Background: an optimization exercise with open tools, aiming at small area, a short achievable clock period and few clock cycles per item. Do not read the settings as production practice.
Function was checked by simulation only, so behaviour that the tests miss may differ from the original.
The clock port is modelled as an ideal driver; clocking choices that lean on that would not hold on a real chip.

==> run F <==
Design page_slot_directory_top, start of the top module:
module page_slot_directory_top #(
	parameter int SLOT_COUNT = psd_pkg::SLOT_COUNT_DEF
) (
	input  wire logic                          clk,
	input  wire logic                          arst_n,
	input  wire logic                          start,
	output logic                               busy,
	input  wire logic                          operation,
	input  wire logic [psd_pkg::PAGE_W-1:0]    page_id,
	output logic                               done,
	output logic [psd_pkg::STATUS_W-1:0]       status,
	output logic [psd_pkg::SLOT_W-1:0]         slot
);
==> module psd_ctrl, before the edit <==
module psd_ctrl (
	input  wire logic              clk,
	input  wire logic              arst_n,
	input  wire logic              start,
	output logic                   busy,
	output psd_pkg::psd_cmd_t      cmd
);
	logic cmp_q;
	logic res_q;
	always_ff @(posedge clk or negedge arst_n) begin
		if (!arst_n) begin
			cmp_q <= 1'b0;
			res_q <= 1'b0;
		end else begin
			cmp_q <= start;
			res_q <= cmp_q;
		end
	end
	assign busy        = 1'b0;
	assign cmd.capture = start;
	assign cmd.resolve = res_q;
endmodule
==> module psd_datapath, before the edit <==
module psd_datapath #(
	parameter int SLOT_COUNT = psd_pkg::SLOT_COUNT_DEF
) (
	input  wire logic                          clk,
	input  wire logic                          arst_n,
	input  wire psd_pkg::psd_cmd_t             cmd,
	input  wire logic                          operation,
	input  wire logic [psd_pkg::PAGE_W-1:0]    page_id,
	output logic                               done,
	output logic [psd_pkg::STATUS_W-1:0]       status,
	output logic [psd_pkg::SLOT_W-1:0]         slot
);
	localparam int IDX_W = (SLOT_COUNT > 1) ? $clog2(SLOT_COUNT) : 1;
	logic [SLOT_COUNT-1:0]           valid_q;
	logic [psd_pkg::PAGE_W-1:0]      page_q [SLOT_COUNT];
	logic                            op_s1;
	logic [psd_pkg::PAGE_W-1:0]      page_s1;
	logic                            op_s2;
	logic [psd_pkg::PAGE_W-1:0]      page_s2;
	logic [SLOT_COUNT-1:0]           match_s2;  
	logic                            same_s2;   
	logic                            prev_present;
	logic [SLOT_COUNT-1:0]           prev_onehot;
	logic [SLOT_COUNT-1:0]           match;
	logic [SLOT_COUNT-1:0]           first_free;
	logic [SLOT_COUNT-1:0]           claim;
	logic [SLOT_COUNT-1:0]           clear;
	logic                            below_full;
	logic                            hit_any;
	logic                            free_any;
	logic                            alloc;
	logic [IDX_W-1:0]                cmp_idx;
	logic [IDX_W-1:0]                hit_idx;
	logic [IDX_W-1:0]                free_idx;
	logic [psd_pkg::STATUS_W-1:0]    status_d;
	logic [psd_pkg::SLOT_W-1:0]      slot_d;
	logic                            done_q;
	logic [psd_pkg::STATUS_W-1:0]    status_q;
	logic [psd_pkg::SLOT_W-1:0]      slot_q;
	always_ff @(posedge clk) begin
		op_s1   <= operation;
		page_s1 <= page_id;
	end
	always_ff @(posedge clk) begin
		op_s2   <= op_s1;
		page_s2 <= page_s1;
		same_s2 <= cmd.resolve && (page_s1 == page_s2);
		for (int k = 0; k < SLOT_COUNT; k++) begin
			match_s2[k] <= valid_q[k] && (page_q[k] == page_s1);
		end
	end
	always_comb begin
		prev_present = (status_q == psd_pkg::ST_HIT) || (status_q == psd_pkg::ST_LOAD);
		for (int k = 0; k < SLOT_COUNT; k++) begin
			prev_onehot[k] = prev_present && (slot_q == psd_pkg::SLOT_W'(k));
		end
	end
	always_comb begin
		match   = same_s2 ? prev_onehot : match_s2;
		hit_any = same_s2 ? prev_present : |match_s2;
		cmp_idx = '0;
		for (int k = 0; k < SLOT_COUNT; k++) begin
			if (match_s2[k]) begin
				cmp_idx = cmp_idx | IDX_W'(k);
			end
		end
		hit_idx  = same_s2 ? IDX_W'(slot_q) : cmp_idx;
		free_idx = '0;
		for (int k = SLOT_COUNT - 1; k >= 0; k--) begin
			if (!valid_q[k]) begin
				free_idx = IDX_W'(k);
			end
		end
		below_full = 1'b1;
		for (int k = 0; k < SLOT_COUNT; k++) begin
			first_free[k] = !valid_q[k] && below_full;
			below_full    = below_full && valid_q[k];
		end
		free_any = !(&valid_q);
	end
	always_comb begin
		alloc    = cmd.resolve && (op_s2 == psd_pkg::OP_GET) && !hit_any && free_any;
		claim    = alloc ? first_free : '0;
		clear    = (cmd.resolve && (op_s2 == psd_pkg::OP_REMOVE)) ? match : '0;
		status_d = psd_pkg::ST_ABSENT;
		slot_d   = '0;
		if (op_s2 == psd_pkg::OP_GET) begin
			if (hit_any) begin
				status_d = psd_pkg::ST_HIT;
				slot_d   = psd_pkg::SLOT_W'(hit_idx);
			end else if (free_any) begin
				status_d = psd_pkg::ST_LOAD;
				slot_d   = psd_pkg::SLOT_W'(free_idx);
			end else begin
				status_d = psd_pkg::ST_FULL;
			end
		end else begin
			if (hit_any) begin
				status_d = psd_pkg::ST_REMOVED;
				slot_d   = psd_pkg::SLOT_W'(hit_idx);
			end
		end
	end
	always_ff @(posedge clk or negedge arst_n) begin
		if (!arst_n) begin
			valid_q <= '0;
		end else begin
			valid_q <= (valid_q & ~clear) | claim;
		end
	end
	always_ff @(posedge clk) begin
		for (int k = 0; k < SLOT_COUNT; k++) begin
			if (!valid_q[k]) begin
				page_q[k] <= page_s2;
			end
		end
	end
	always_ff @(posedge clk or negedge arst_n) begin
		if (!arst_n) begin
			done_q <= 1'b0;
		end else begin
			done_q <= cmd.resolve;
		end
	end
	always_ff @(posedge clk) begin
		status_q <= status_d;
		slot_q   <= slot_d;
	end
	assign done   = done_q;
	assign status = status_q;
	assign slot   = slot_q;
endmodule
Settings: LEC_CHECK=0, CAP_MARGIN=20, CORE_MARGIN=2, CORE_UTILIZATION=40, SETUP_SLACK_MARGIN=2.8, SLEW_MARGIN=20; clock period 5.0 ns.
run.sh (not shown) runs the stock make flow with config.mk's settings and CLKGATE_MAP_FILE= SYNTH_SCRIPT=/design/flow/synth_recipe.tcl, a recipe that flattens the netlist after the stock synthesis.
==> run P: changes against run F <==
--- a/flow/design.v
+++ b/flow/design.v
@@ -35,3 +35,2 @@
 );
-	logic cmp_q;
 	logic res_q;
@@ -39,7 +38,5 @@
 		if (!arst_n) begin
-			cmp_q <= 1'b0;
 			res_q <= 1'b0;
 		end else begin
-			cmp_q <= start;
-			res_q <= cmp_q;
+			res_q <= start;
 		end
@@ -67,8 +64,6 @@
 	logic [psd_pkg::PAGE_W-1:0]      page_q [SLOT_COUNT];
-	logic                            op_s1;
-	logic [psd_pkg::PAGE_W-1:0]      page_s1;
-	logic                            op_s2;
-	logic [psd_pkg::PAGE_W-1:0]      page_s2;
-	logic [SLOT_COUNT-1:0]           match_s2;  
-	logic                            same_s2;   
+	logic                            op_r;
+	logic [psd_pkg::PAGE_W-1:0]      page_r;
+	logic [SLOT_COUNT-1:0]           match_r;   
+	logic                            same_r;    
 	logic                            prev_present;
@@ -77,4 +72,4 @@
 	logic [SLOT_COUNT-1:0]           first_free;
-	logic [SLOT_COUNT-1:0]           claim;
-	logic [SLOT_COUNT-1:0]           clear;
+	logic [SLOT_COUNT-1:0]           valid_hit;
+	logic [SLOT_COUNT-1:0]           valid_miss;
 	logic                            below_full;
@@ -82,3 +77,2 @@
 	logic                            free_any;
-	logic                            alloc;
 	logic [IDX_W-1:0]                cmp_idx;
@@ -92,11 +86,7 @@
 	always_ff @(posedge clk) begin
-		op_s1   <= operation;
-		page_s1 <= page_id;
-	end
-	always_ff @(posedge clk) begin
-		op_s2   <= op_s1;
-		page_s2 <= page_s1;
-		same_s2 <= cmd.resolve && (page_s1 == page_s2);
-		for (int k = 0; k < SLOT_COUNT; k++) begin
-			match_s2[k] <= valid_q[k] && (page_q[k] == page_s1);
+		op_r   <= operation;
+		page_r <= page_id;
+		same_r <= cmd.resolve && (page_id == page_r);
+		for (int k = 0; k < SLOT_COUNT; k++) begin
+			match_r[k] <= valid_q[k] && (page_q[k] == page_id);
 		end
@@ -110,7 +100,7 @@
 	always_comb begin
-		match   = same_s2 ? prev_onehot : match_s2;
-		hit_any = same_s2 ? prev_present : |match_s2;
+		match   = same_r ? prev_onehot : match_r;
+		hit_any = same_r ? prev_present : |match_r;
 		cmp_idx = '0;
 		for (int k = 0; k < SLOT_COUNT; k++) begin
-			if (match_s2[k]) begin
+			if (match_r[k]) begin
 				cmp_idx = cmp_idx | IDX_W'(k);
@@ -118,3 +108,3 @@
 		end
-		hit_idx  = same_s2 ? IDX_W'(slot_q) : cmp_idx;
+		hit_idx  = same_r ? IDX_W'(slot_q) : cmp_idx;
 		free_idx = '0;
@@ -133,8 +123,5 @@
 	always_comb begin
-		alloc    = cmd.resolve && (op_s2 == psd_pkg::OP_GET) && !hit_any && free_any;
-		claim    = alloc ? first_free : '0;
-		clear    = (cmd.resolve && (op_s2 == psd_pkg::OP_REMOVE)) ? match : '0;
 		status_d = psd_pkg::ST_ABSENT;
 		slot_d   = '0;
-		if (op_s2 == psd_pkg::OP_GET) begin
+		if (op_r == psd_pkg::OP_GET) begin
 			if (hit_any) begin
@@ -155,2 +142,8 @@
 	end
+	always_comb begin
+		for (int k = 0; k < SLOT_COUNT; k++) begin
+			valid_hit[k]  = valid_q[k] && !(cmd.resolve && (op_r == psd_pkg::OP_REMOVE) && match[k]);
+			valid_miss[k] = valid_q[k] || (cmd.resolve && (op_r == psd_pkg::OP_GET) && first_free[k]);
+		end
+	end
 	always_ff @(posedge clk or negedge arst_n) begin
@@ -159,3 +152,3 @@
 		end else begin
-			valid_q <= (valid_q & ~clear) | claim;
+			valid_q <= hit_any ? valid_hit : valid_miss;
 		end
@@ -165,3 +158,3 @@
 			if (!valid_q[k]) begin
-				page_q[k] <= page_s2;
+				page_q[k] <= page_r;
 			end
==> flow/flow/run.sh (new file) <==
#!/bin/bash
set -euo pipefail
here=$(cd "$(dirname "$0")" && pwd)
args=("BUFFER_PORTS_ARGS=-buffer_cell sky130_fd_sc_hd__buf_4" "MATCH_CELL_FOOTPRINT=0")
export BUFFER_PORTS_ARGS="-buffer_cell sky130_fd_sc_hd__buf_4"
export MATCH_CELL_FOOTPRINT=0
if [[ -f "$here/cts_args" ]]; then
  export CTS_ARGS="$(tr '\n' ' ' < "$here/cts_args")"
  args+=("CTS_ARGS=$CTS_ARGS")
fi
bash standard.sh "${args[@]}" finish > flow_make.log 2>&1
==> flow/flow/cts_args (new file) <==
-sink_clustering_enable -repair_clock_nets -sink_clustering_size 44 -sink_clustering_max_diameter 60 -dont_use_dummy_load -balance_levels
==> flow/standard.sh (new file) <==
#!/bin/bash
# synth_recipe.tcl (not shown) runs the flow's synth.tcl, then flattens the netlist and writes it again
# the make line also repeats each setting of config.mk as NAME=value (left out here)
make -C /OpenROAD-flow-scripts/flow DESIGN_CONFIG=/design/flow/config.mk WORK_HOME=/design/flow/orfs CLKGATE_MAP_FILE= SYNTH_SCRIPT=/design/flow/synth_recipe.tcl "${@:-finish}"
Settings changed: CORE_UTILIZATION 40 to 65, PLACE_DENSITY set to 0.75, SETUP_SLACK_MARGIN 2.8 to 3.1.
removed: flow/run.sh
==> notes <==
Run F produced a clean layout. Run P completed with no timing, DRC or antenna violations. Of run F and run P, run F has the higher synthesized area (gap about 2.3%, measured against run P). Against run F, the flip-flop and latch count of run P is lower by 34. Against run F, the global-route usage of run P is higher by 11 points. Of run P and run F, run F has the higher critical path depth (gap 4).
Testbench counts of run F, summed over its fixed seeds: cycles 16,024, items 16,000.
Testbench counts of run P, summed over its fixed seeds: cycles 16,016, items 16,000.

[separate check: timing with driven ports]
No port has a modelled driver above. Below, the same layouts with a new extraction and two added sets of constraints.
Step 1: set_driving_cell puts a clkbuf_16 on clk and a buf_2 on each other input, an assumption about the parent block.
Step 2 also shifts input and output timing later by t, the mid clock arrival at the registers, as if the neighbouring blocks saw the same clock.
a / b / c = no drivers / after step 1 / after step 2; a / b = the first two.
run | shift t [ns] | setup slack, ns | hold WS [ns] | cell pins on the clock port's net
run F | 0.655 | 2.689 / 2.689 / 2.689 | 0.335 / 0.335 / 0.335 | 1
run P | 0.609 | 2.964 / 2.907 / 2.476 | 0.289 / 0.256 / 0.512 | 1
After both steps setup and hold are still met in every run listed. For run P, which loses most, drivers alone change the setup slack by -0.057 ns; drivers and shift together by -0.488 ns.
